This is an optimization exercise on Yosys and OpenROAD, whose aim is small area, not a production implementation. The RTL was checked by simulation tests, not by an equivalence proof against the original design. The clock port is modelled as an ideal driver; clocking choices that lean on that would not hold on a real chip. Power figures rest on the tool's default switching activity, not on a simulated workload.

==> flow/design.v <==
`default_nettype none
package pong_pkg;
    typedef struct packed {
        logic [9:0]        x;
        logic [9:0]        y;
        logic signed [7:0] vy;
        logic [1:0]        grav;    
        logic              fast;    
    } ball_state_t;
    typedef struct packed {
        ball_state_t ball;
        logic        win;
    } handoff_t;
    typedef enum logic [2:0] {
        idle,
        wait_link,
        win_flag,
        running_right,
        running_left,
        stop,
        send_ball
    } game_state_t;
    localparam logic [7:0] addr_in_y_hi   = 8'h00;    
    localparam logic [7:0] addr_in_y_lo   = 8'h04;
    localparam logic [7:0] addr_in_vy     = 8'h08;
    localparam logic [7:0] addr_in_grav   = 8'h0C;
    localparam logic [7:0] addr_in_speed  = 8'h10;
    localparam logic [7:0] addr_in_win    = 8'h14;
    localparam logic [7:0] addr_commit    = 8'h18;
    localparam logic [7:0] addr_ack       = 8'h1C;
    localparam logic [7:0] addr_out_y_hi  = 8'h20;
    localparam logic [7:0] addr_out_y_lo  = 8'h24;
    localparam logic [7:0] addr_out_vy    = 8'h28;
    localparam logic [7:0] addr_out_grav  = 8'h2C;
    localparam logic [7:0] addr_out_speed = 8'h30;
    localparam logic [7:0] addr_status    = 8'h34;
    localparam logic [9:0] serve_y     = 10'd220;
    localparam logic [9:0] return_x    = 10'd620;
    localparam logic [9:0] step_x      = 10'd10;
    localparam logic [9:0] edge_margin = 10'd20;
endpackage
`default_nettype wire
`timescale 1ns/1ps
`default_nettype none
module pong_add
#(
    parameter int W = 8
) (
    input  logic [W-1:0] a,
    input  logic [W-1:0] b,
    input  logic         ci,
    output logic [W-1:0] s,
    output logic         co
);
    logic [W:0] c;
    always_comb begin
        c[0] = ci;
        for (int i = 0; i < W; i++) begin
            s[i]   = a[i] ^ b[i] ^ c[i];
            c[i+1] = (a[i] & b[i]) | (c[i] & (a[i] ^ b[i]));
        end
        co = c[W];
    end
endmodule
`default_nettype wire
`timescale 1ns/1ps
`default_nettype none
import pong_pkg::*;
module game_controller
#(
    parameter int STEP_BASE = 270000
) (
    input  logic        clk_25MHZ,
    input  logic        reset,
    input  logic        upscale,
    input  logic        game_start,
    input  logic        collision,
    input  logic [9:0]  est_u,         
    input  logic        est_c,
    input  logic [9:0]  in_y,
    input  logic [7:0]  in_vy,
    input  logic [1:0]  in_grav,
    input  logic        in_fast,
    input  logic        in_win,
    input  logic        slave_done,
    input  logic        master_done,
    output logic [5:0]  ball_k,        
    output logic [9:0]  ball_y,
    output logic [7:0]  ball_vy,
    output logic [1:0]  ball_grav,
    output logic        ball_fast,
    output logic        moving_left,
    output logic        moving_right,
    output logic        game_over,
    output logic        you_win,
    output logic        send_trigger,
    output logic        clear_done,
    output logic [7:0]  status_led
);
    localparam int aw = $clog2(STEP_BASE + 1024 + 1);
    localparam logic [aw-1:0] acc_base = aw'((1 << aw) - 1 - STEP_BASE);
    pong_pkg::game_state_t state, state_next;
    logic [aw-1:0] acc, acc_sum;
    logic          acc_carry;
    logic [9:0]    div_u;
    logic          div_c;
    logic          move_due, at_edge, at_wall, load, serve, move, counting;
    logic          you_win_next;
    logic [5:0]    k_return, k_step;
    logic [9:0]    y_max, y_next;
    logic [7:0]    vy_next;
    logic signed [11:0] y_sum;
    logic          clamp_hi, clamp_lo, clamp, vy_inc;
    assign y_max      = upscale ? 10'd479 : 10'd239;
    assign k_return   = upscale ? 6'd62 : 6'd30;
    assign at_edge    = upscale ? (ball_k >= 6'd62) : (ball_k >= 6'd30);
    assign at_wall    = (ball_k == 6'd0);
    pong_add #(.W(6)) u_k_add (.a(ball_k), .b({{5{moving_left}}, 1'b1}), .ci(1'b0), .s(k_step), .co());
    pong_add #(.W(aw)) u_acc_add (.a(acc), .b(aw'(div_u)), .ci(div_c), .s(acc_sum), .co(acc_carry));
    assign move_due = acc_carry;
    assign ball_fast = (div_u[9:1] == 9'd0) && (div_u[0] != div_c);
    assign moving_left  = (state == running_left);
    assign moving_right = (state == running_right);
    assign status_led   = 8'd1 << state;
    assign vy_inc   = (ball_grav == 2'd3);
    pong_add #(.W(12)) u_y_add (.a({2'b00, ball_y}), .b({{4{ball_vy[7]}}, ball_vy}), .ci(1'b0), .s(y_sum), .co());
    assign clamp_hi = (y_sum >= $signed({2'b00, y_max}));
    assign clamp_lo = (y_sum <= 12'sd0);
    assign clamp    = clamp_hi | clamp_lo;
    assign y_next   = clamp_hi ? y_max : clamp_lo ? 10'd0 : y_sum[9:0];
    pong_add #(.W(8)) u_vy_add (.a(ball_vy ^ {8{clamp}}), .b(8'd0), .ci(clamp ^ vy_inc), .s(vy_next), .co());
    always_comb begin
        state_next   = state;
        you_win_next = you_win;
        load     = 1'b0;
        serve    = 1'b0;
        move     = 1'b0;
        counting = 1'b0;
        case (state)
            idle: begin
                serve = 1'b1;
                if (slave_done && !you_win) begin
                    load       = 1'b1;
                    state_next = wait_link;
                end else if (game_start) begin
                    you_win_next = 1'b0;
                    state_next   = running_right;
                end
            end
            wait_link: state_next = you_win ? idle : running_left;
            win_flag: begin
                if (slave_done) begin
                    you_win_next = in_win;
                    load         = !in_win;
                    state_next   = wait_link;
                end
            end
            running_right: begin
                if (at_edge)
                    state_next = send_ball;
                else if (move_due)
                    move = 1'b1;
                else
                    counting = 1'b1;
            end
            running_left: begin
                if (collision)
                    state_next = running_right;
                else if (at_wall)
                    state_next = stop;
                else if (move_due)
                    move = 1'b1;
                else
                    counting = 1'b1;
            end
            stop: begin
                if (game_start) begin
                    serve      = 1'b1;
                    state_next = running_right;
                end
            end
            send_ball: begin
                if (master_done)
                    state_next = win_flag;
                else if (game_start)
                    state_next = idle;
            end
            default: state_next = idle;
        endcase
    end
    always_ff @(posedge clk_25MHZ or posedge reset) begin
        if (reset) begin
            state        <= idle;
            ball_k       <= '0;
            ball_y       <= serve_y;
            game_over    <= 1'b0;
            you_win      <= 1'b0;
            send_trigger <= 1'b0;
        end else begin
            state        <= state_next;
            game_over    <= (state == stop) && !game_start;
            you_win      <= you_win_next;
            send_trigger <= (state == running_right) && at_edge;
            if (load) begin
                ball_k    <= k_return;
                ball_y    <= in_y;
            end else if (serve) begin
                ball_k    <= '0;
                ball_y    <= serve_y;
            end else if (move) begin
                ball_k    <= k_step;
                ball_y    <= y_next;
            end
        end
    end
    always_ff @(posedge clk_25MHZ) begin
        if (load) begin
            ball_vy   <= in_vy;
            ball_grav <= in_grav;
        end else if (serve) begin
            ball_vy   <= 8'hFD;
            ball_grav <= 2'd0;
        end else if (move) begin
            ball_vy   <= vy_next;
            ball_grav <= ball_grav + 1'b1;
        end
        clear_done <= (state == wait_link);
        acc        <= counting ? acc_sum : acc_base;
        if (load) begin
            div_u <= {9'd0, !in_fast};
            div_c <= 1'b1;
        end else if (serve) begin
            div_u <= 10'd0;
            div_c <= 1'b1;
        end else if (moving_left && collision) begin
            div_u <= est_u;
            div_c <= est_c;
        end
    end
endmodule
`default_nettype wire
`timescale 1ns/1ps
`default_nettype none
import pong_pkg::*;
module paddle_tracker
#(
    parameter int PADDLE_H      = 40,
    parameter int SAMPLE_CYCLES = 250000
) (
    input  logic        clk_25MHZ,
    input  logic        reset,
    input  logic [9:0]  paddle_y,
    input  logic [5:0]  ball_k,
    input  logic [9:0]  ball_y,
    input  logic        moving_left,
    output logic        collision,
    output logic [9:0]  est_u,         
    output logic        est_c
);
    logic [12:0]   sample_cnt;
    logic [9:0]    prev_y;
    logic [10:0]   rel, diff;
    logic [9:0]    delta_u;
    logic          delta_c;
    logic          hit;
    pong_add #(.W(11)) u_rel (.a({1'b0, ball_y}), .b({1'b1, ~paddle_y}), .ci(1'b1), .s(rel), .co());
    assign hit = moving_left && (ball_k[5:1] == 5'd0)
              && !rel[10] && (rel[9:0] <= 10'(PADDLE_H));
    pong_add #(.W(11)) u_diff (.a({1'b0, prev_y}), .b({1'b1, ~paddle_y}), .ci(1'b0), .s(diff), .co());
    assign delta_u = diff[9:0] ^ {10{diff[10]}};
    assign delta_c = !diff[10] || (delta_u == 10'd0);
    always_ff @(posedge clk_25MHZ) begin
        collision <= hit;
    end
    function automatic logic [12:0] lfsr_after(input int n);
        logic [12:0] s;
        s = '0;
        for (int i = 0; i < n; i++)
            s = {s[11:0], ~(s[12] ^ s[11] ^ s[10] ^ s[7])};
        lfsr_after = s;
    endfunction
    localparam logic [12:0] lfsr_end = lfsr_after(SAMPLE_CYCLES - 1);
    always_ff @(posedge clk_25MHZ or posedge reset) begin
        if (reset)
            sample_cnt <= '0;
        else if (sample_cnt == lfsr_end)
            sample_cnt <= '0;
        else
            sample_cnt <= {sample_cnt[11:0], ~(sample_cnt[12] ^ sample_cnt[11] ^ sample_cnt[10] ^ sample_cnt[7])};
    end
    always_ff @(posedge clk_25MHZ) begin
        if (sample_cnt == lfsr_end) begin
            prev_y    <= paddle_y;
            est_u     <= delta_u;
            est_c     <= delta_c;
        end
    end
endmodule
`default_nettype wire
`timescale 1ns/1ps
`default_nettype none
import pong_pkg::*;
module ball_link_regs
(
    input  logic        clk_25MHZ,
    input  logic        reset,
    input  logic [7:0]  awaddr,
    input  logic        awvalid,
    output logic        awready,
    input  logic [31:0] wdata,
    input  logic [3:0]  wstrb,
    input  logic        wvalid,
    output logic        wready,
    output logic [1:0]  bresp,
    output logic        bvalid,
    input  logic        bready,
    input  logic [7:0]  araddr,
    input  logic        arvalid,
    output logic        arready,
    output logic [31:0] rdata,
    output logic [1:0]  rresp,
    output logic        rvalid,
    input  logic        rready,
    input  logic [9:0]  ball_y,
    input  logic [7:0]  ball_vy,
    input  logic [1:0]  ball_grav,
    input  logic        ball_fast,
    input  logic        send_trigger,
    input  logic        clear_done,
    output logic [9:0]  in_y,
    output logic [7:0]  in_vy,
    output logic [1:0]  in_grav,
    output logic        in_fast,
    output logic        in_win,
    output logic        slave_done,
    output logic        master_done,
    output logic        send_pending
);
    logic [9:0]  out_y;
    logic [7:0]  out_vy;
    logic [1:0]  out_grav;
    logic        out_fast;
    logic        wr_fire, wr_byte;
    logic        commit_wr, ack_wr;
    logic [7:0]  rd_byte;
    logic [7:0]  rdata_q;
    assign wr_fire = awvalid && wvalid && !bvalid;
    assign awready = wr_fire;
    assign wready  = wr_fire;
    assign wr_byte = wr_fire && wstrb[0];    
    assign bresp   = 2'b00;
    assign arready = !rvalid;
    assign rresp   = 2'b00;
    assign commit_wr = wr_fire && (awaddr == addr_commit);
    assign ack_wr    = wr_fire && (awaddr == addr_ack);
    always_ff @(posedge clk_25MHZ or posedge reset) begin
        if (reset) begin
            bvalid <= 1'b0;
            rvalid <= 1'b0;
        end else begin
            if (bvalid && bready)
                bvalid <= 1'b0;
            else if (wr_fire)
                bvalid <= 1'b1;
            if (rvalid && rready)
                rvalid <= 1'b0;
            else if (arvalid)
                rvalid <= 1'b1;
        end
    end
    always_ff @(posedge clk_25MHZ) begin
        if (!rvalid)
            rdata_q <= rd_byte;
    end
    assign rdata = {24'd0, rdata_q};
    always_ff @(posedge clk_25MHZ) begin
        if (wr_byte) begin
            case (awaddr)
                addr_in_y_hi:  in_y[9:8] <= wdata[7:6];
                addr_in_y_lo:  in_y[7:0] <= wdata[7:0];
                addr_in_vy:    in_vy     <= wdata[7:0];
                addr_in_grav:  in_grav   <= wdata[1:0];
                addr_in_speed: in_fast   <= wdata[0];
                addr_in_win:   in_win    <= wdata[0];
                default: ;    
            endcase
        end
    end
    always_ff @(posedge clk_25MHZ) begin
        if (send_trigger) begin
            out_y    <= ball_y;
            out_vy   <= ball_vy;
            out_grav <= ball_grav;
            out_fast <= ball_fast;
        end
    end
    always_ff @(posedge clk_25MHZ) begin
        master_done <= ack_wr;    
    end
    always_ff @(posedge clk_25MHZ or posedge reset) begin
        if (reset) begin
            slave_done   <= 1'b0;
            send_pending <= 1'b0;
        end else begin
            if (commit_wr)
                slave_done <= 1'b1;
            else if (clear_done)
                slave_done <= 1'b0;
            if (send_trigger)
                send_pending <= 1'b1;
            else if (ack_wr)
                send_pending <= 1'b0;
        end
    end
    always_comb begin
        rd_byte = '0;
        case (araddr)
            addr_in_y_hi:   rd_byte[7:6] = in_y[9:8];
            addr_in_y_lo:   rd_byte      = in_y[7:0];
            addr_in_vy:     rd_byte      = in_vy;
            addr_in_grav:   rd_byte[1:0] = in_grav;
            addr_in_speed:  rd_byte[0]   = in_fast;
            addr_in_win:    rd_byte[0]   = in_win;
            addr_commit:    rd_byte[0]   = slave_done;
            addr_out_y_hi:  rd_byte[7:6] = out_y[9:8];
            addr_out_y_lo:  rd_byte      = out_y[7:0];
            addr_out_vy:    rd_byte      = out_vy;
            addr_out_grav:  rd_byte[1:0] = out_grav;
            addr_out_speed: rd_byte[0]   = out_fast;
            addr_status:    rd_byte[0]   = send_pending;
            default:        rd_byte      = '0;
        endcase
    end
endmodule
`default_nettype wire
`timescale 1ns/1ps
`default_nettype none
import pong_pkg::*;
module pong_node_top
#(
    parameter int STEP_BASE     = 6000,
    parameter int PADDLE_H      = 40,
    parameter int SAMPLE_CYCLES = 5000
) (
    input  logic        clk_25MHZ,
    input  logic        reset,
    input  logic        upscale,
    input  logic        game_start,
    input  logic [9:0]  paddle_y,
    input  logic [7:0]  awaddr,
    input  logic        awvalid,
    output logic        awready,
    input  logic [31:0] wdata,
    input  logic [3:0]  wstrb,
    input  logic        wvalid,
    output logic        wready,
    output logic [1:0]  bresp,
    output logic        bvalid,
    input  logic        bready,
    input  logic [7:0]  araddr,
    input  logic        arvalid,
    output logic        arready,
    output logic [31:0] rdata,
    output logic [1:0]  rresp,
    output logic        rvalid,
    input  logic        rready,
    output logic [9:0]  ball_x,
    output logic [9:0]  ball_y,
    output logic        moving_left,
    output logic        moving_right,
    output logic        game_over,
    output logic        you_win,
    output logic        send_pending,
    output logic [7:0]  status_led
);
    logic [5:0]  ball_k;
    logic [7:0]  ball_vy;
    logic [1:0]  ball_grav;
    logic        ball_fast;
    logic [9:0]  in_y;
    logic [7:0]  in_vy;
    logic [1:0]  in_grav;
    logic        in_fast, in_win;
    logic        collision;
    logic [9:0]  est_u;
    logic        est_c;
    logic        send_trigger, clear_done;
    logic        slave_done, master_done;
    logic [6:0] x_hi;
    pong_add #(.W(7)) u_x (.a({1'b0, ball_k}), .b({3'b000, ball_k[5:2]}), .ci(1'b0), .s(x_hi), .co());
    assign ball_x = {x_hi, ball_k[1:0], 1'b0};
    game_controller #(
        .STEP_BASE(STEP_BASE)
    ) u_ctrl (
        .clk_25MHZ, .reset, .upscale, .game_start, .collision, .est_u, .est_c,
        .in_y, .in_vy, .in_grav, .in_fast, .in_win,
        .slave_done, .master_done,
        .ball_k, .ball_y, .ball_vy, .ball_grav, .ball_fast,
        .moving_left, .moving_right,
        .game_over, .you_win, .send_trigger, .clear_done, .status_led
    );
    paddle_tracker #(
        .PADDLE_H(PADDLE_H),
        .SAMPLE_CYCLES(SAMPLE_CYCLES)
    ) u_tracker (
        .clk_25MHZ, .reset, .paddle_y, .ball_k, .ball_y, .moving_left, .collision, .est_u, .est_c
    );
    ball_link_regs u_link (
        .clk_25MHZ, .reset,
        .awaddr, .awvalid, .awready, .wdata, .wstrb, .wvalid, .wready,
        .bresp, .bvalid, .bready, .araddr, .arvalid, .arready,
        .rdata, .rresp, .rvalid, .rready,
        .ball_y, .ball_vy, .ball_grav, .ball_fast, .send_trigger, .clear_done,
        .in_y, .in_vy, .in_grav, .in_fast, .in_win,
        .slave_done, .master_done, .send_pending
    );
endmodule
`default_nettype wire
==> flow/flow/run.sh <==
#!/bin/bash
# The standard layout (standard.sh), with these changes to how it is made:
#  - the port buffers that global placement puts on every input and output
#    are the smallest buffer cell rather than the tool's default pick;
#  - the constant outputs share the one tie cell synthesis made, instead of
#    one tie cell each;
#  - clock tree synthesis builds its tree of clkbuf_4 without dummy clock
#    loads, and post_cts.tcl then upsizes to clkbuf_8 every clock buffer
#    whose flip-flop clock pins would see a slow edge.
set -euo pipefail
here=$(pwd)
export BUFFER_PORTS_ARGS="-buffer_cell sky130_fd_sc_hd__buf_1"
export SKIP_REPAIR_TIE_FANOUT=1
export CTS_ARGS="-sink_clustering_enable -repair_clock_nets -buf_list sky130_fd_sc_hd__clkbuf_4 -dont_use_dummy_load"
export POST_CTS_TCL="$here/flow/post_cts.tcl"
bash standard.sh finish > standard.log 2>&1
==> flow/flow/post_cts.tcl <==
# Upsize each clock tree buffer whose flip-flop clock pins would see a slow
# clock edge, so a small buffer is kept only where it is fast enough.
estimate_parasitics -placement
set upsized 0
foreach inst [get_cells -filter "ref_name == sky130_fd_sc_hd__clkbuf_4"] {
  set out [get_pins -of_objects $inst -filter "direction == output"]
  set net [get_nets -of_objects $out]
  set worst 0.0
  foreach pin [get_pins -of_objects $net -filter "direction == input"] {
    set s [get_property $pin slew_max]
    if { $s > $worst } { set worst $s }
  }
  if { $worst > 0.100 } {
    replace_cell $inst sky130_fd_sc_hd__clkbuf_8
    incr upsized
  }
}
puts "post_cts: upsized $upsized clock buffers"
estimate_parasitics -placement
detailed_placement
check_placement -verbose
==> flow/standard.sh <==
#!/bin/bash
# synth_recipe.tcl (not shown) runs the flow's synth.tcl, then flattens the netlist and writes it again
# the make line also repeats each setting of config.mk as NAME=value (left out here)
make -C /OpenROAD-flow-scripts/flow DESIGN_CONFIG=/design/flow/config.mk WORK_HOME=/design/flow/orfs CLKGATE_MAP_FILE= SYNTH_SCRIPT=/design/flow/synth_recipe.tcl "${@:-finish}"
==> flow/config.mk <==
export PLATFORM = sky130hd
export DESIGN_NAME = pong_node_top
export DESIGN_NICKNAME = pong_node_top
export VERILOG_FILES = /design/flow/design.v
export SDC_FILE = /design/flow/constraint.sdc
export NUM_CORES = 4
export LEC_CHECK = 0
export CAP_MARGIN = 20
export CORE_MARGIN = 2
export CORE_UTILIZATION = 40
export GPL_TIMING_DRIVEN = 0
export SLEW_MARGIN = 20
==> flow/constraint.sdc <==
create_clock -name core_clock -period 100.0 [get_ports {clk_25MHZ}]
set_input_delay 20.0000 -clock core_clock [delete_from_list [all_inputs] [get_ports {clk_25MHZ}]]
set_output_delay 20.0000 -clock core_clock [all_outputs]
set_load 0.01 [all_outputs]
==> flow_summary.toml, run 1 <==
[floorplanning]
fp.coreArea_mm2 = 0.01889
fp-row-count = 50
die_x_um = 143.3
start_util_pct = 41.08
dieHeight_um = 143.3
die_area_mm2 = 0.02053
io_pins = 145

[yosys]
synthFlopType = "edfxtp_1"
synth_nets = 801
async_flop_share_pct = 26.35
ys_ff_latch = 148
synth_cells = 665
ys_seq_area_share_pct = 51.48
synth_edf_count = 83
yosysWarnings = 9
avgSynthCellArea_um2 = 11.67
syn_area_mm2 = 0.007761
synthDistinctLibCells = 69

[placed_design]
port_buffers = 88
place.gp.congestion = 0.8831
dp_hpwl_um = 13520

[critical_path]
cp_common_cell = "buf_1"
cp-start-kind = "input pin"
worstPathCellList = "buf_1 -> nand3_1 -> inv_1 -> buf_4 -> buf_1"
path_max_fanout = 4
worstPathArrival_ns = 20.55
path_buf_inv = 4
crit_type = "in -> out"
critPathMaxStageDelay_ns = 0.14
end_kind = "primary output"
crit_family = "buffers and inverters"
cp_slowest_cell = "buf_1"
path_depth = 5
worst_ep_required_time_ns = 80.00
r2r_cells = 27

[layout]
finish.utilization_pct = 45.79
syn_to_final_growth_pct = 11.48
antenna_cells = 0
final_cell_mix = "90 x buf_1, 83 x edfxtp_1, 66 x inv_1"
drive_gt1_share_pct = 9.845
layout_commonest_cell = "buf_1"
fin_nets = 910

[sta]
max_slew.worst_pin.slew_ns = 1.004
setup_violations = 0
finalCritPeriodShare_pct = 40.55
clock.fmax_mhz = 24.66
max-slew-margin-rel_pct = 32.19
clock_skew_ns = 0.03287
maxSlewViolCount = 0
min_period_ns = 40.55
rsz0062_at_grt = "false"
hold_viol = 0
setup_tns_ns = 0

[worst_hold_path]
hold_class = "reg -> reg"
holdPathStages = 1

[clock_tree]
cts_tree = "done"
cts.sinks = 148
clock_latency_ns = 0.44
clkTransAtPathRegs_ns = 0.09

[routing]
ant_nets = 0
drtIter0Drc = 351
route.detailed.drc = 0
vias_per_cell = 5.148
first_pass_iters = 5
num_vias = 5313
wl_um = 17560
wl_per_cell_um = 17.01

[global_routing]
grt_pass1_wl_um = 27410
overflow = 0
grtUsageTotal_pct = 17.62
antenna_found_initial = 0
first_global_vias = 5354
grt_start_max_net_pins = 30

[power]
power.density_mw_per_mm2 = 27.40
ir_worst_vdd_mv = 0.01510
p_leak_nw = 3.373

[flow_run]
drv_cap = 0

[status]
status = "timing/DRC/antenna clean"
[per-stage QoR]
step | area, um^2 | hold WS (ns) | instances | total power [mW] | setup WS (ns)
finish | 8652 | 0.4417 | 1032 | 0.2371 | 59.45
global placement | 8417 | 0.4444 | 1013 | 0.2014 | 59.47
detailed placement | 8468 | 0.4524 | 1015 | 0.2061 | 59.44
global route | 8652 | 0.4484 | 1032 | 0.2573 | 59.35
floorplan | 7761 | 0.4293 | 665 | 0.1726 | 59.65
[worst register-to-register path, delay by kind of cell, from the launching register on]
family,cells,cell delay [ns]
and+or+nand+nor,3,0.97
DFF,1,0.52
xor gates and xnor gates,3,0.51
buffers and inverters,3,0.40
AOI/OAI and AO/OA,1,0.08
adders and majority gates,17,5.30
[state kept, by name (all words and copies together), names as in the netlist, 2 cells and up]
name,flops
u_ctrl.ball_y,10
u_link.out_vy,8
u_ctrl.ball_k,6
u_ctrl.div_u,10
u_tracker.est_u,10
u_link.in_grav,2
u_link.out_y,10
u_ctrl.acc,13
u_ctrl.ball_grav,2
u_link.rdata_q,8
u_link.in_y,10
u_link.out_grav,2
u_ctrl.state,3
u_link.in_vy,8
u_ctrl.ball_vy,8
u_tracker.prev_y,10
u_tracker.sample_cnt,13
[cells by family after synthesis]
| group | share of synthesized area, % |
|---|---|
| compound gates | 9.367 |
| xor+xnor | 3.047 |
| fa+ha+maj | 14.73 |
| buf+inv | 8.173 |
| flops | 51.48 |
| mux | 0.6610 |
| other cells | 0.04832 |
| simple gates | 12.49 |
[cell type report]
class / instances / area, um^2
tap: 260 / 325.3
clock buffer: 17 / 183.9
buffer: 60 / 379.1
fill: 1797 / 10240
inverter: 68 / 255.2
sequential: 148 / 3995
multi-input combinational: 389 / 3151
timing repair buffer: 90 / 362.8
[cells in the mapped netlist, types with 3 or more instances]
master / count / area share, %
edfxtp_1: 83 / 32
inv_1: 67 / 3.2
nand2_1: 52 / 2.5
fa_1: 44 / 11
buf_4: 34 / 3.3
dfrtp_1: 34 / 11
nor2_1: 31 / 1.5
dfxtp_1: 26 / 6.7
a21oi_1: 24 / 1.5
ha_1: 21 / 3.4
xnor2_1: 19 / 2.1
clkbuf_1: 18 / 0.87
o21ai_0: 18 / 1.2
a22oi_1: 14 / 1.4
nor2b_1: 14 / 1.1
nand2b_1: 13 / 1.0
nand3_1: 12 / 0.77
nor3_1: 12 / 0.77
and2_1: 10 / 0.81
nor4_1: 9 / 0.73
xor2_1: 8 / 0.90
nand4_1: 6 / 0.48
o21a_1: 6 / 0.58
a22o_1: 5 / 0.56
dfstp_2: 5 / 1.7
o211ai_1: 5 / 0.48
o22a_1: 5 / 0.56
a31oi_1: 4 / 0.32
mux2i_1: 4 / 0.52
nand3b_1: 4 / 0.39
o31ai_1: 4 / 0.39
buf_2: 3 / 0.19
buf_6: 3 / 0.44
nor4b_1: 3 / 0.34
or4_1: 3 / 0.29
[where the power goes]
part           total (mW)  switching, mW  internal [mW]  leakage [nW]
registers          0.0877        0.00904         0.0787          1.43
clock network      0.0304         0.0187         0.0117         0.102
logic               0.119         0.0689         0.0500          1.84
total               0.237         0.0967          0.140          3.37
[routing by layer]
| layer | wire (um) | up-vias | global-route usage [%] |
|---|---|---|---|
| li1 | - | 2477 | - |
| met1 | 7837 | 2621 | 23.61 |
| met2 | 8335 | 192 | 28.58 |
| met3 | 1092 | 23 | 4.299 |
| met4 | 289 | 0 | 5.212 |
| met5 | 0 | - | 0 |
[final timing paths]
kind                                         start                       to  slack [ns]
min                        u_tracker.sample_cnt[2]  u_tracker.sample_cnt[3]        0.44
max reg2reg                       u_ctrl.ball_y[0]        u_ctrl.ball_vy[7]       91.95
max                                        awvalid                   wready       59.45
min in group asynchronous                    reset  u_tracker.sample_cnt[6]       19.58
min reg2reg                u_tracker.sample_cnt[2]  u_tracker.sample_cnt[3]        0.44
max in group asynchronous                    reset         u_ctrl.ball_y[6]       79.81
==> run 2, diff against run 1 <==
--- a/flow/config.mk
+++ b/flow/config.mk
@@ -9,4 +9,3 @@
 export CORE_MARGIN = 2
 export CORE_UTILIZATION = 40
-export GPL_TIMING_DRIVEN = 0
 export SLEW_MARGIN = 20
==> run 2 against run 1 <==
- critical path depth shrank 1
- sequential share of layout area up 2.0 points
- count of clock-buffer cells in the layout is the same
- global-route usage down 0.68 points
- fmax rose by 0.20%
- sequential power increased by 2.4%
- via count down 5.4%
- sequential cell count did not move
- critical endpoint unchanged
==> flow_summary.toml, run 2 <==
[layout]
drive_gt1_share_pct = 5.439
syn_to_final_growth_pct = 6.803
finish.utilization_pct = 43.87
largestRegisters = "u_ctrl.acc: 13 flops, u_tracker.sample_cnt: 13 flops"
instances_no_fill = 977
fin_nets = 855
antenna_cells = 0
layout_commonest_cell = "buf_1"
final_cell_mix = "88 x buf_1, 83 x edfxtp_1, 66 x inv_1"

[yosys]
ys_ff_latch = 148
synth_cells = 665
ys_seq_area_share_pct = 51.48
synthDistinctLibCells = 69
avgSynthCellArea_um2 = 11.67
synth.most_common_cell = "edfxtp_1"
syn_area_mm2 = 0.007761
synthTopCellsByArea = "edfxtp_1 32%, fa_1 11%, dfrtp_1 11%"
synth_nets = 801
synthFlopType = "edfxtp_1"
async_flop_share_pct = 26.35
synth_top_area_cell = "edfxtp_1"
yosysWarnings = 9
synth.top_cell.area_share_pct = 32.11
synth_edf_count = 83
synth_common_cells = "83 x edfxtp_1, 67 x inv_1, 52 x nand2_1"

[routing]
route.detailed.drc = 0
wl_um = 16750
num_vias = 5025
wl_per_cell_um = 17.14
vias_per_cell = 5.143
ant_nets = 0
first_pass_iters = 5
drtIter0Drc = 312

[clock_tree]
clkTransAtPathRegs_ns = 0.09
cts.sinks = 148
cts_tree = "done"
clock_latency_ns = 0.43

[sta]
setup_tns_ns = 0
max-slew-margin-rel_pct = 34.03
setup_violations = 0
hold_viol = 0
clock_skew_ns = 0.02514
min_period_ns = 40.47
finalCritPeriodShare_pct = 40.47
max_slew.worst_pin.slew_ns = 0.9867
rsz0062_at_grt = "false"
clock.fmax_mhz = 24.71
maxSlewViolCount = 0
setup_ws_ns = 59.53

[global_routing]
overflow = 0
first_global_vias = 5074
grt_start_max_net_pins = 40
grtUsageTotal_pct = 16.94
antenna_found_initial = 0
grt_pass1_wl_um = 26380

[worst_hold_path]
hold_class = "reg -> reg"
hold_end = "u_tracker.sample_cnt[5]"
holdPathStages = 0
hold_path_startpoint = "u_tracker.sample_cnt[4]"

[placed_design]
place.gp.congestion = 0.8882
place_ws_ns = 59.52
dp_hpwl_um = 12640
dp_cells = 960
port_buffers = 88

[floorplanning]
fp.coreArea_mm2 = 0.01889
die_x_um = 143.3
io_pins = 145
dieHeight_um = 143.3
die_area_mm2 = 0.02053
fp-row-count = 50
start_util_pct = 41.08

[critical_path]
r2r-start = "u_ctrl.ball_y[0]"
end_kind = "primary output"
worst_ep_required_time_ns = 80.00
rrSetupSlack_ns = 92.04
reg2reg_to = "u_ctrl.ball_vy[7]"
path_max_fanout = 4
r2r_cells = 27
cp-start-kind = "input pin"
worstPathArrival_ns = 20.47
crit_type = "in -> out"

[flow_run]
drv_cap = 0

[power]
p_leak_nw = 3.153
ir_worst_vdd_mv = 0.01797
design_power_total_uw = 236.7
power.density_mw_per_mm2 = 28.56

[status]
status = "timing/DRC/antenna clean"
## run 2: cell types whose count changed in the layout (fill, tap and decap cells not counted), moves of 2 or more
cell      previous run  this run
buf_1               90        88
buf_2                4         0
buf_4               34         7
buf_6                3         0
clkbuf_1            18         0
## run 2: cell families after synthesis
kind of cell	count (synthesis)	synth area share (%)
mux	5	0.6610
buf+inv	128	8.173
xor+xnor	27	3.047
flops	148	51.48
other cells	1	0.04832
compound gates	106	9.367
simple gates	185	12.49
fa+ha+maj	65	14.73
## run 2: final cells by class
class	count	area, um^2
Multi-Input combinational cell	389	3141
Clock buffer	17	190.2
Inverter	68	255.2
Timing Repair Buffer	95	382.9
Tap cell	260	325.3
Sequential cell	148	3995
Fill cell	1835	10600
## run 2: how the worst max path moves through the flow
stage            start  endpoint  slack [ns]  cells after the start
3_5_place_dp   awvalid    wready       59.52                      4
5_1_grt         wvalid    wready       59.46                      4
3_3_place_gp   awvalid    wready       59.54                      4
6_report       awvalid    wready       59.53                      4
2_1_floorplan  awvalid    wready       59.65                      3
## run 2: report_power, final
| part | switching [mW] | internal, mW |
|---|---|---|
| registers | 0.0113 | 0.0785 |
| clock network | 0.0186 | 0.0121 |
| logic | 0.0678 | 0.0484 |
## run 2: metrics by stage
step | hold WS [ns] | area, um^2
floorplan | 0.4293 | 7761
global placement | 0.3577 | 8099
detailed placement | 0.3732 | 8099
global route | 0.3874 | 8289
finish | 0.3951 | 8289
## run 2: per-layer routing
metal	up-vias	part of all wire (%)	GRT usage [%]
met3	26	5.9	4.299
met5	-	0	0
met4	0	1.9	4.696
met1	2485	45	22.83
li1	2359	-	-
met2	155	47	27.40
## run 2: worst max-delay path, stage by stage
cell,delay (ns)
buf_1,0.07
nand3_1,0.13
inv_1,0.09
buf_1,0.18
==> run 3, diff against run 2 <==
--- a/flow/config.mk
+++ b/flow/config.mk
@@ -8,4 +8,4 @@
 export CAP_MARGIN = 20
 export CORE_MARGIN = 2
-export CORE_UTILIZATION = 40
+export CORE_UTILIZATION = 55
 export SLEW_MARGIN = 20
==> run 3 against run 2 <==
- register-to-register slack about the same
- global-route usage up 5.1 points
- critical endpoint is now awready
- synthesized cell count unchanged
- still clean
- non-clock buffer count down 1
- area after synthesis unchanged
- worst hold slack worse by 0.027 ns
- first-iteration DRC count up 15%
- largest power group unchanged
- combinational power down 3%
- highest routed layer unchanged
==> flow_summary.toml, run 3 <==
[status]
status = "timing/DRC/antenna clean"

[layout]
design_area_mm2 = 0.008179
fin_nets = 854
antenna_cells = 0
largestRegisters = "u_ctrl.acc: 13 flops, u_tracker.sample_cnt: 13 flops"
drive_gt1_share_pct = 5.447
syn_to_final_growth_pct = 5.384
finish.utilization_pct = 59.15
layout_commonest_cell = "buf_1"
final_cell_mix = "88 x buf_1, 83 x edfxtp_1, 66 x inv_1"
fill_cells = 1201
instances_no_fill = 896

[yosys]
ys_ff_latch = 148
synth_compound_area_share_pct = 9.366
synthAdderAreaFrac_pct = 14.73
synth.top_cell.area_share_pct = 32.11
synthTopCellsByArea = "edfxtp_1 32%, fa_1 11%, dfrtp_1 11%"
synthFlopType = "edfxtp_1"
async_flop_share_pct = 26.35
ys_seq_area_share_pct = 51.48
avgSynthCellArea_um2 = 11.67
synth_cells = 665
syn_area_mm2 = 0.007761
yosysWarnings = 9
synth_edf_count = 83
synth_top_family_by_area = "adder cells"
synth_common_cells = "83 x edfxtp_1, 67 x inv_1, 52 x nand2_1"
synthMuxAreaShare_pct = 0.6610
synth_nets = 801
synth_xor_area_share_pct = 3.047
yosys.area_share.simple_pct = 12.49
synth_top_area_cell = "edfxtp_1"
synthDistinctLibCells = 69
synth.most_common_cell = "edfxtp_1"

[power]
p_sw_uw = 94.27
seqPwrFrac_pct = 38.6
sw_frac_of_total_pct = 40.63
p_comb_share_pct = 48.4
design_power_total_uw = 232.0
ir_worst_vdd_mv = 0.01956
clockPowerShare_pct = 13.0
power.density_mw_per_mm2 = 28.37
p_leak_nw = 3.148
p_int_uw = 137.8

[routing]
drtIter0Drc = 360
wl_um = 15490
num_vias = 4877
wl_per_cell_um = 17.29
route.detailed.drc = 0
vias_per_cell = 5.443
ant_nets = 0
first_pass_iters = 7

[clock_tree]
clock_latency_ns = 0.43
cts.sinks = 148
clkTransAtPathRegs_ns = 0.09
cts_tree = "done"

[global_routing]
first_global_vias = 4766
overflow = 0
grtUsageTotal_pct = 22.05
grt_pass1_wl_um = 24830
antenna_found_initial = 0
grt_start_max_net_pins = 40

[placed_design]
place_area_mm2 = 0.007995
port_buffers = 88
dp_cells = 879
dp_hpwl_um = 11730
place_ws_ns = 59.57
place.gp.congestion = 0.8854

[critical_path]
r2r-start = "u_ctrl.ball_y[0]"
reg2reg_to = "u_ctrl.ball_vy[7]"
worstPathArrival_ns = 20.42
worst_ep_required_time_ns = 80.00
crit_type = "in -> out"
cp-start-kind = "input pin"
path_max_fanout = 4
rrSetupSlack_ns = 92.05
r2r_cells = 27
end_kind = "primary output"

[sta]
max-slew-margin-rel_pct = 35.54
setup_ws_ns = 59.58
finalCritPeriodShare_pct = 40.42
min_period_ns = 40.42
clock_skew_ns = 0.02952
maxSlewViolCount = 0
max_slew.worst_pin.slew_ns = 0.9670
hold_viol = 0
rsz0062_at_grt = "false"
setup_violations = 0
setup_tns_ns = 0
clock.fmax_mhz = 24.74
hold_slack_ns = 0.3680

[floorplanning]
fp.coreArea_mm2 = 0.01383
dieHeight_um = 122.8
fp-row-count = 43
die_area_mm2 = 0.01508
start_util_pct = 56.13
die_x_um = 122.8
io_pins = 145

[worst_hold_path]
hold_end = "u_tracker.sample_cnt[3]"
hold_path_startpoint = "u_tracker.sample_cnt[2]"
hold_class = "reg -> reg"
holdPathStages = 0

[flow_run]
drv_cap = 0
==> run 3: cell types whose count changed in the layout (fill, tap and decap cells not counted) <==
| cell | previous run | this run |
|---|---|---|
| clkbuf_4 | 7 | 8 |
| clkbuf_8 | 10 | 9 |
| o21ai_2 | 0 | 1 |
| buf_4 | 7 | 6 |
| o21ai_1 | 1 | 0 |
==> run 3: logic make-up (layout without fill, tap and decap cells) <==
logic type | after synthesis | count (layout)
and+or+nand+nor | 185 | 185
DFF | 148 | 148
buffers and inverters | 128 | 179
AOI/OAI and AO/OA | 106 | 106
adders and majority gates | 65 | 65
xor gates and xnor gates | 27 | 27
muxes | 5 | 5
other | 1 | 1
==> run 3: metal layers <==
| metal | global-route usage [%] | share of wire (%) |
|---|---|---|
| met1 | 30.88 | 46 |
| met5 | 0 | 0 |
| met3 | 4.926 | 4.9 |
| met4 | 5.963 | 1.2 |
| met2 | 34.91 | 48 |
==> run 3: worst max path at each step <==
stage               cells after the start  slack, ns       to  startpoint
global route                            4      59.53   wready      wvalid
global placement                        4      59.58  awready     awvalid
detailed placement                      4      59.57   wready      wvalid
floorplan                               3      59.65   wready     awvalid
finish                                  4      59.58  awready     awvalid
==> run 3: worst max-delay path, stage by stage <==
cell and delay [ns]:
buf_1 0.06, nand3_1 0.12, inv_1 0.09, buf_1 0.15
==> run 3: power groups by stage <==
stage                     logic, mW  registers, mW  clock network, mW
after detailed placement      0.112         0.0910                  0
after global placement        0.108         0.0907                  0
after floorplan              0.0855         0.0871                  0
after global routing          0.127         0.0911             0.0334
final                         0.112         0.0896             0.0301
==> run 3: final cells by class <==
| type | count | area, um^2 | share of cell area [%] |
|---|---|---|---|
| inverter | 68 | 255.2 | 3.121 |
| clock buffer | 17 | 183.9 | 2.249 |
| tap | 180 | 225.2 | 2.754 |
| sequential | 148 | 3995 | 48.85 |
| timing repair buffer | 94 | 375.4 | 4.589 |
| multi-input combinational | 389 | 3144 | 38.44 |
==> run 4, diff against run 3 <==
--- a/flow/design.v
+++ b/flow/design.v
@@ -104,5 +104,5 @@
     logic          acc_carry;
     logic [9:0]    div_u;
-    logic          div_c;
+    logic          div_c, div_est, div_half;
     logic          move_due, at_edge, at_wall, load, serve, move, counting;
     logic          you_win_next;
@@ -117,4 +117,6 @@
     assign at_wall    = (ball_k == 6'd0);
     pong_add #(.W(6)) u_k_add (.a(ball_k), .b({{5{moving_left}}, 1'b1}), .ci(1'b0), .s(k_step), .co());
+    assign div_u = div_est ? est_u : {9'd0, div_half};
+    assign div_c = !div_est || est_c;
     pong_add #(.W(aw)) u_acc_add (.a(acc), .b(aw'(div_u)), .ci(div_c), .s(acc_sum), .co(acc_carry));
     assign move_due = acc_carry;
@@ -228,12 +230,11 @@
         acc        <= counting ? acc_sum : acc_base;
         if (load) begin
-            div_u <= {9'd0, !in_fast};
-            div_c <= 1'b1;
+            div_est  <= 1'b0;
+            div_half <= !in_fast;
         end else if (serve) begin
-            div_u <= 10'd0;
-            div_c <= 1'b1;
+            div_est  <= 1'b0;
+            div_half <= 1'b0;
         end else if (moving_left && collision) begin
-            div_u <= est_u;
-            div_c <= est_c;
+            div_est  <= 1'b1;
         end
     end
@@ -254,4 +255,5 @@
     input  logic [9:0]  ball_y,
     input  logic        moving_left,
+    input  logic        moving_right,
     output logic        collision,
     output logic [9:0]  est_u,         
@@ -290,8 +292,11 @@
     end
     always_ff @(posedge clk_25MHZ) begin
-        if (sample_cnt == lfsr_end) begin
-            prev_y    <= paddle_y;
-            est_u     <= delta_u;
-            est_c     <= delta_c;
+        if (sample_cnt == lfsr_end)
+            prev_y <= paddle_y;
+    end
+    always_ff @(posedge clk_25MHZ) begin
+        if ((sample_cnt == lfsr_end) && !moving_right && !(moving_left && collision)) begin
+            est_u <= delta_u;
+            est_c <= delta_c;
         end
     end
@@ -504,5 +509,5 @@
         .SAMPLE_CYCLES(SAMPLE_CYCLES)
     ) u_tracker (
-        .clk_25MHZ, .reset, .paddle_y, .ball_k, .ball_y, .moving_left, .collision, .est_u, .est_c
+        .clk_25MHZ, .reset, .paddle_y, .ball_k, .ball_y, .moving_left, .moving_right, .collision, .est_u, .est_c
     );
     ball_link_regs u_link (
--- a/flow/config.mk
+++ b/flow/config.mk
@@ -8,4 +8,4 @@
 export CAP_MARGIN = 20
 export CORE_MARGIN = 2
-export CORE_UTILIZATION = 55
+export CORE_UTILIZATION = 40
 export SLEW_MARGIN = 20
==> run 4 against run 3 <==
- largest power group unchanged
- sequential share of layout area down 2.0 points
- via count is 1.3% higher
- core utilization is 16 points lower
- fmax is essentially flat
- still clean on timing, DRC and antenna
==> flow_summary.toml, run 4 <==
[sta]
setup_violations = 0
maxSlewViolCount = 0
clock.fmax_mhz = 24.74
hold_viol = 0
setup_tns_ns = 0
max-slew-margin-rel_pct = 34.22
rsz0062_at_grt = "false"
hold_slack_ns = 0.3747
clock_skew_ns = 0.03508
min_period_ns = 40.42
max_slew.worst_pin.slew_ns = 0.9867
finalCritPeriodShare_pct = 40.42

[layout]
drive_gt1_share_pct = 7.143
layout_commonest_cell = "buf_1"
final_cell_mix = "88 x buf_1, 83 x edfxtp_1, 63 x inv_1"
largestRegisters = "u_ctrl.acc: 13 flops, u_tracker.sample_cnt: 13 flops"
fin_nets = 838
syn_to_final_growth_pct = 5.655
antenna_cells = 0
fill_cells = 1785

[yosys]
synth_common_cells = "83 x edfxtp_1, 64 x inv_1, 48 x nand2_1"
synthDistinctLibCells = 78
synthFlopType = "edfxtp_1"
syn_area_mm2 = 0.007700
synth.most_common_cell = "edfxtp_1"
ys_seq_area_share_pct = 49.55
synth_edf_count = 83
yosysWarnings = 9
synth_nets = 787
synth_top_area_cell = "edfxtp_1"
avgSynthCellArea_um2 = 11.83
synthTopCellsByArea = "edfxtp_1 32%, fa_1 11%, dfrtp_1 11%"
async_flop_share_pct = 28.06
synth.top_cell.area_share_pct = 32.37
synth_cells = 651
ys_ff_latch = 139

[critical_path]
cp-start-kind = "input pin"
end_kind = "primary output"
crit_type = "in -> out"
rrSetupSlack_ns = 91.62
worstPathArrival_ns = 20.42
path_max_fanout = 3
worst_ep_required_time_ns = 80.00

[routing]
route.detailed.drc = 0
vias_per_cell = 5.290
drtIter0Drc = 325
wl_per_cell_um = 17.83
num_vias = 4941
ant_nets = 0
wl_um = 16650
first_pass_iters = 7

[power]
ir_worst_vdd_mv = 0.01399
power.density_mw_per_mm2 = 25.88
p_leak_nw = 3.074

[status]
status = "timing/DRC/antenna clean"

[placed_design]
dp_hpwl_um = 12800
place.gp.congestion = 0.8520
port_buffers = 88

[floorplanning]
die_area_mm2 = 0.02038
dieHeight_um = 142.7
die_x_um = 142.7
io_pins = 145
start_util_pct = 41.03
fp-row-count = 50
fp.coreArea_mm2 = 0.01877

[global_routing]
first_global_vias = 4958
overflow = 0
antenna_found_initial = 0
grtUsageTotal_pct = 17.18
grt_pass1_wl_um = 26520
grt_start_max_net_pins = 40

[clock_tree]
cts.sinks = 139
clkTransAtPathRegs_ns = 0.08
cts_tree = "done"
clock_latency_ns = 0.44

[worst_hold_path]
hold_class = "reg -> reg"

[flow_run]
drv_cap = 0
-- run 4: changes by cell type after synthesis, moves of 5 or more --
cell,delta
a21oi_1,-11
a22o_1,-5
o21ai_0,+6
mux2i_1,+6
and2_1,+7
dfxtp_1,-9
nand3_1,-6
clkbuf_1,-6
o22ai_1,+9
a22oi_1,-12
o21a_1,-5
-- run 4: area by class of cell --
cell class | count | area, um^2 | area share (%)
clock buffers | 17 | 171.4 | 2.107
multi-input cells | 386 | 3251 | 39.96
inverters | 67 | 252.7 | 3.107
repair buffers | 91 | 352.8 | 4.337
flip-flops and latches | 139 | 3815 | 46.89
well taps | 234 | 292.8 | 3.599
-- run 4: path summary, 6_finish.rpt --
path                                           end  cells past startpoint                     from
hold / removal             u_tracker.sample_cnt[3]                      0  u_tracker.sample_cnt[2]
max in group asynchronous         u_ctrl.ball_y[1]                      3                    reset
setup reg to reg                 u_ctrl.ball_vy[7]                     27         u_ctrl.ball_y[0]
min in group asynchronous         u_ctrl.ball_y[9]                      3                    reset
hold reg to reg            u_tracker.sample_cnt[3]                      0  u_tracker.sample_cnt[2]
setup / recovery                           awready                      4                  awvalid
-- run 4: kinds of logic (layout without fill, tap and decap cells) --
logic type | count (synthesis) | after routing | share of synthesized area [%]
AND/OR/NAND/NOR | 189 | 189 | 13.65
flip-flops | 139 | 139 | 49.55
buffers and inverters | 126 | 175 | 8.319
AO/OA/AOI/OAI | 90 | 90 | 8.548
adder cells (fa/ha/maj) | 66 | 66 | 14.98
XOR/XNOR | 27 | 27 | 3.169
multiplexers | 13 | 13 | 1.739
other | 1 | 1 | 0.04870
-- run 4: where the power goes --
group / internal, mW / leakage [nW] / switching [mW]
Combinational: 0.0415 / 1.62 / 0.0593
Clock: 0.0108 / 0.0963 / 0.0173
Sequential: 0.0731 / 1.36 / 0.00846
-- run 4: worst max-delay path: stages --
cell      delay [ns]
buf_1           0.08
nand3b_1        0.11
inv_1           0.08
buf_1           0.15
-- run 4: through the flow --
stage	instance area (um^2)	instances	util, %	setup slack (ns)	power [mW]
after global routing	8135	934	43.35	59.48	0.2286
after global placement	7958	917	42.40	59.59	0.1782
after detailed placement	7958	917	42.40	59.57	0.1830
after floorplan	7700	651	-	59.66	0.1592
final	8135	934	43.35	59.58	0.2105
-- run 4: layer usage --
layer	track usage (%)	part of all wire (%)
met3	4.259	6.0
met1	23.39	45
met5	0	0
met2	27.53	48
met4	4.794	1.2
==> run 5, diff against run 4 <==
--- a/flow/design.v
+++ b/flow/design.v
@@ -260,5 +260,4 @@
     output logic        est_c
 );
-    logic [12:0]   sample_cnt;
     logic [9:0]    prev_y;
     logic [10:0]   rel, diff;
@@ -275,26 +274,39 @@
         collision <= hit;
     end
-    function automatic logic [12:0] lfsr_after(input int n);
+    localparam bit use_lfsr = (SAMPLE_CYCLES >= 2) && (SAMPLE_CYCLES <= 8191);
+    localparam int cw = use_lfsr ? 13 : $clog2(SAMPLE_CYCLES + 1);
+    function automatic logic [cw-1:0] lfsr_after(input int n);
         logic [12:0] s;
         s = '0;
         for (int i = 0; i < n; i++)
             s = {s[11:0], ~(s[12] ^ s[11] ^ s[10] ^ s[7])};
-        lfsr_after = s;
+        lfsr_after = cw'(s);
     endfunction
-    localparam logic [12:0] lfsr_end = lfsr_after(SAMPLE_CYCLES - 1);
+    localparam logic [cw-1:0] cnt_end = use_lfsr ? lfsr_after(SAMPLE_CYCLES - 1)
+                                                 : cw'(SAMPLE_CYCLES - 1);
+    logic [cw-1:0] sample_cnt, sample_step;
+    logic          window_end;
+    generate
+        if (use_lfsr) begin : g_lfsr
+            assign sample_step = {sample_cnt[11:0], ~(sample_cnt[12] ^ sample_cnt[11] ^ sample_cnt[10] ^ sample_cnt[7])};
+        end else begin : g_bin
+            assign sample_step = sample_cnt + 1'b1;
+        end
+    endgenerate
+    assign window_end = (sample_cnt == cnt_end);
     always_ff @(posedge clk_25MHZ or posedge reset) begin
         if (reset)
             sample_cnt <= '0;
-        else if (sample_cnt == lfsr_end)
+        else if (window_end)
             sample_cnt <= '0;
         else
-            sample_cnt <= {sample_cnt[11:0], ~(sample_cnt[12] ^ sample_cnt[11] ^ sample_cnt[10] ^ sample_cnt[7])};
+            sample_cnt <= sample_step;
     end
     always_ff @(posedge clk_25MHZ) begin
-        if (sample_cnt == lfsr_end)
+        if (window_end)
             prev_y <= paddle_y;
     end
     always_ff @(posedge clk_25MHZ) begin
-        if ((sample_cnt == lfsr_end) && !moving_right && !(moving_left && collision)) begin
+        if (window_end && !moving_right && !(moving_left && collision)) begin
             est_u <= delta_u;
             est_c <= delta_c;
==> run 5 against run 4 <==
- sequential power shrank 24%
- largest power group is now sequential cells
- critical path depth is the same
- clock skew shrank 0.0013 ns
- still clean on timing, DRC and antenna
- via count shrank 2.9%
==> flow_summary.toml, run 5 <==
[status]
status = "timing/DRC/antenna clean"

[yosys]
ys_ff_latch = 139
synth_common_cells = "83 x edfxtp_1, 69 x inv_1, 44 x fa_1"
ys_seq_area_share_pct = 49.97
synth.most_common_cell = "edfxtp_1"
synthDistinctLibCells = 77
synth_edf_count = 83
async_flop_share_pct = 28.06
synth.top_cell.area_share_pct = 32.65
syn_area_mm2 = 0.007635
synthTopCellsByArea = "edfxtp_1 33%, fa_1 12%, dfrtp_1 11%"
synth_nets = 759
yosysWarnings = 9
avgSynthCellArea_um2 = 12.25
synthFlopType = "edfxtp_1"
synth_top_area_cell = "edfxtp_1"
synth_cells = 623

[layout]
seq_area_mm2 = 0.003815
largestRegisters = "u_ctrl.acc: 13 flops, u_tracker.sample_cnt: 13 flops"
fin_nets = 811
syn_to_final_growth_pct = 5.965
fill_cells = 1743
final_cell_mix = "88 x buf_1, 83 x edfxtp_1, 68 x inv_1"
multi_input_area_mm2 = 0.003188
drive_gt1_share_pct = 8.321
layout_commonest_cell = "buf_1"

[routing]
wl_um = 16700
wl_per_cell_um = 18.39
route.detailed.drc = 0
first_pass_iters = 6
drtIter0Drc = 248
ant_nets = 0
vias_per_cell = 5.285
num_vias = 4799

[global_routing]
overflow = 0
grt_start_max_net_pins = 40
antenna_found_initial = 1
first_global_vias = 4955
grtUsageTotal_pct = 17.51
grt_pass1_wl_um = 26740

[power]
p_leak_nw = 3.171
ir_worst_vdd_mv = 0.006291
clockPowerShare_pct = 28.9
sw_frac_of_total_pct = 22.70
p_sw_uw = 21.97
p_int_uw = 74.80
power.density_mw_per_mm2 = 11.96
design_power_total_uw = 96.77
seqPwrFrac_pct = 63.7
p_comb_share_pct = 7.4

[critical_path]
worstPathArrival_ns = 20.41
crit_type = "in -> out"
cp_slowest_cell = "buf_1"
rrSetupSlack_ns = 92.13
path_buf_inv = 3
path_max_fanout = 3
r2r-start = "u_ctrl.div_est"
crit_family = "buffers and inverters"
reg2reg_to = "u_ctrl.ball_vy[6]"
worstPathCellList = "buf_1 -> nand3b_1 -> inv_1 -> buf_1"
worst_ep_required_time_ns = 80.00
end_kind = "primary output"
cp_common_cell = "buf_1"
cp-start-kind = "input pin"
r2r_cells = 18
critPathMaxStageDelay_ns = 0.15

[clock_tree]
clkTransAtPathRegs_ns = 0.07
cts.sinks = 139
cts_tree = "done"
clock_latency_ns = 0.44

[floorplanning]
io_pins = 145
die_area_mm2 = 0.02021
start_util_pct = 40.82
fp-row-count = 50
fp.coreArea_mm2 = 0.01871
die_x_um = 142.2
dieHeight_um = 142.2

[placed_design]
place_ws_ns = 59.59
port_buffers = 88
place.gp.congestion = 0.8713
dp_hpwl_um = 12860

[sta]
clock_skew_ns = 0.03382
maxSlewViolCount = 0
max-slew-margin-rel_pct = 34.56
setup_ws_ns = 59.59
setup_violations = 0
hold_viol = 0
max_slew.worst_pin.slew_ns = 0.9815
finalCritPeriodShare_pct = 40.41
setup_tns_ns = 0
clock.fmax_mhz = 24.75
min_period_ns = 40.41
rsz0062_at_grt = "false"

[flow_run]
drv_cap = 0

[worst_hold_path]
holdPathStages = 0
hold_end = "u_tracker.sample_cnt[3]"
hold_path_startpoint = "u_tracker.sample_cnt[2]"
hold_class = "reg -> reg"
run 5: cell types whose count changed in the layout (fill, tap and decap cells not counted), moves of 6 or more:
cell	previous run	this run
nor2b_1	15	5
o21ai_0	24	17
or3_1	0	6
a31oi_1	8	1
and2_1	17	25
a22oi_1	2	8
o22ai_1	10	1
nand2_1	48	15
a22o_1	0	11
run 5: logic make-up (layout without fill, tap and decap cells):
logic type      after synthesis  count (layout)  synth area share [%]
buf+inv                     129             179                 8.358
simple gates                156             156                 12.09
mux                          11              11                 1.524
other cells                   1               2               0.04912
compound gates               96              96                 10.05
flops                       139             139                 49.97
xor+xnor                     26              26                 2.983
fa+ha+maj                    65              65                 14.98
run 5: final cells by class:
class / instances / area share [%]
Sequential cell: 139 / 47.15
Multi-Input combinational cell: 355 / 39.41
Timing Repair Buffer: 91 / 4.361
Tap cell: 234 / 3.619
Inverter: 71 / 3.310
Clock buffer: 17 / 2.119
Antenna cell: 1 / 0.03093
run 5: worst max path at each step:
| stage | slack, ns | from | cells after the start | to |
|---|---|---|---|---|
| global route | 59.54 | wvalid | 4 | wready |
| floorplan | 59.66 | wvalid | 3 | wready |
| detailed placement | 59.59 | awvalid | 4 | wready |
| global placement | 59.60 | awvalid | 4 | awready |
| finish | 59.59 | awvalid | 4 | wready |
run 5: metrics by stage:
| stage | instances | hold slack, ns | util, % | cell area, um^2 |
|---|---|---|---|---|
| floorplan | 623 | 0.3937 | - | 7635 |
| global placement | 890 | 0.3474 | 42.32 | 7916 |
| detailed placement | 890 | 0.3584 | 42.32 | 7916 |
| global route | 908 | 0.3921 | 43.25 | 8090 |
| finish | 908 | 0.3700 | 43.25 | 8090 |
run 5: layer usage:
metal  routed length (um)  track usage (%)  part of all wire, %  vias to the layer above
li1                     -                -                    -                     2263
met1                 7310            23.34                   44                     2369
met3                 1016            4.408                  6.1                       16
met2                 8219            28.83                   49                      151
met5                    0                0                    0                        -
met4                  153            4.316                 0.92                        0
run 5: power by group through the flow:
| stage | Clock [mW] | Sequential, mW | Combinational, mW |
|---|---|---|---|
| after global routing | 0.0310 | 0.0617 | 0.00826 |
| after detailed placement | 0 | 0.0629 | 0.00725 |
| after global placement | 0 | 0.0629 | 0.00708 |
| after floorplan | 0 | 0.0631 | 0.00523 |
| final | 0.0280 | 0.0616 | 0.00718 |

[afterwards: timing with drivers on the ports]
How much do the figures lean on ideal ports? The routed layouts below were timed once more, with nothing changed but the port constraints. Step 1: set_driving_cell puts a clkbuf_16 on clk_25MHZ and a buf_2 on each other input, an assumption about the parent block. Step 2, shift: input delay + t, output delay - t, t = (earliest + latest rising clock arrival at the registers) / 2. This alone moves slack from input paths to output paths. Slacks: ideal / step 1 / step 2; pairs: ideal / step 1.
run	t (ns)	setup WS [ns]	latest minus earliest clock arrival (ns)	worst data-port slew with drivers (ns)
run 1	0.466	59.449 / 59.419 / 59.419	0.033 / 0.034	0.05
run 2	0.457	59.531 / 59.508 / 59.508	0.025 / 0.025	0.04
run 3	0.451	59.577 / 59.553 / 59.553	0.030 / 0.030	0.04
run 4	0.468	59.581 / 59.560 / 59.560	0.035 / 0.035	0.05
run 5	0.459	59.592 / 59.569 / 59.569	0.035 / 0.035	0.04
After both steps setup and hold are still met in every run listed. For run 1, which loses most, drivers alone change the setup slack by -0.030 ns; drivers and shift together by -0.030 ns.
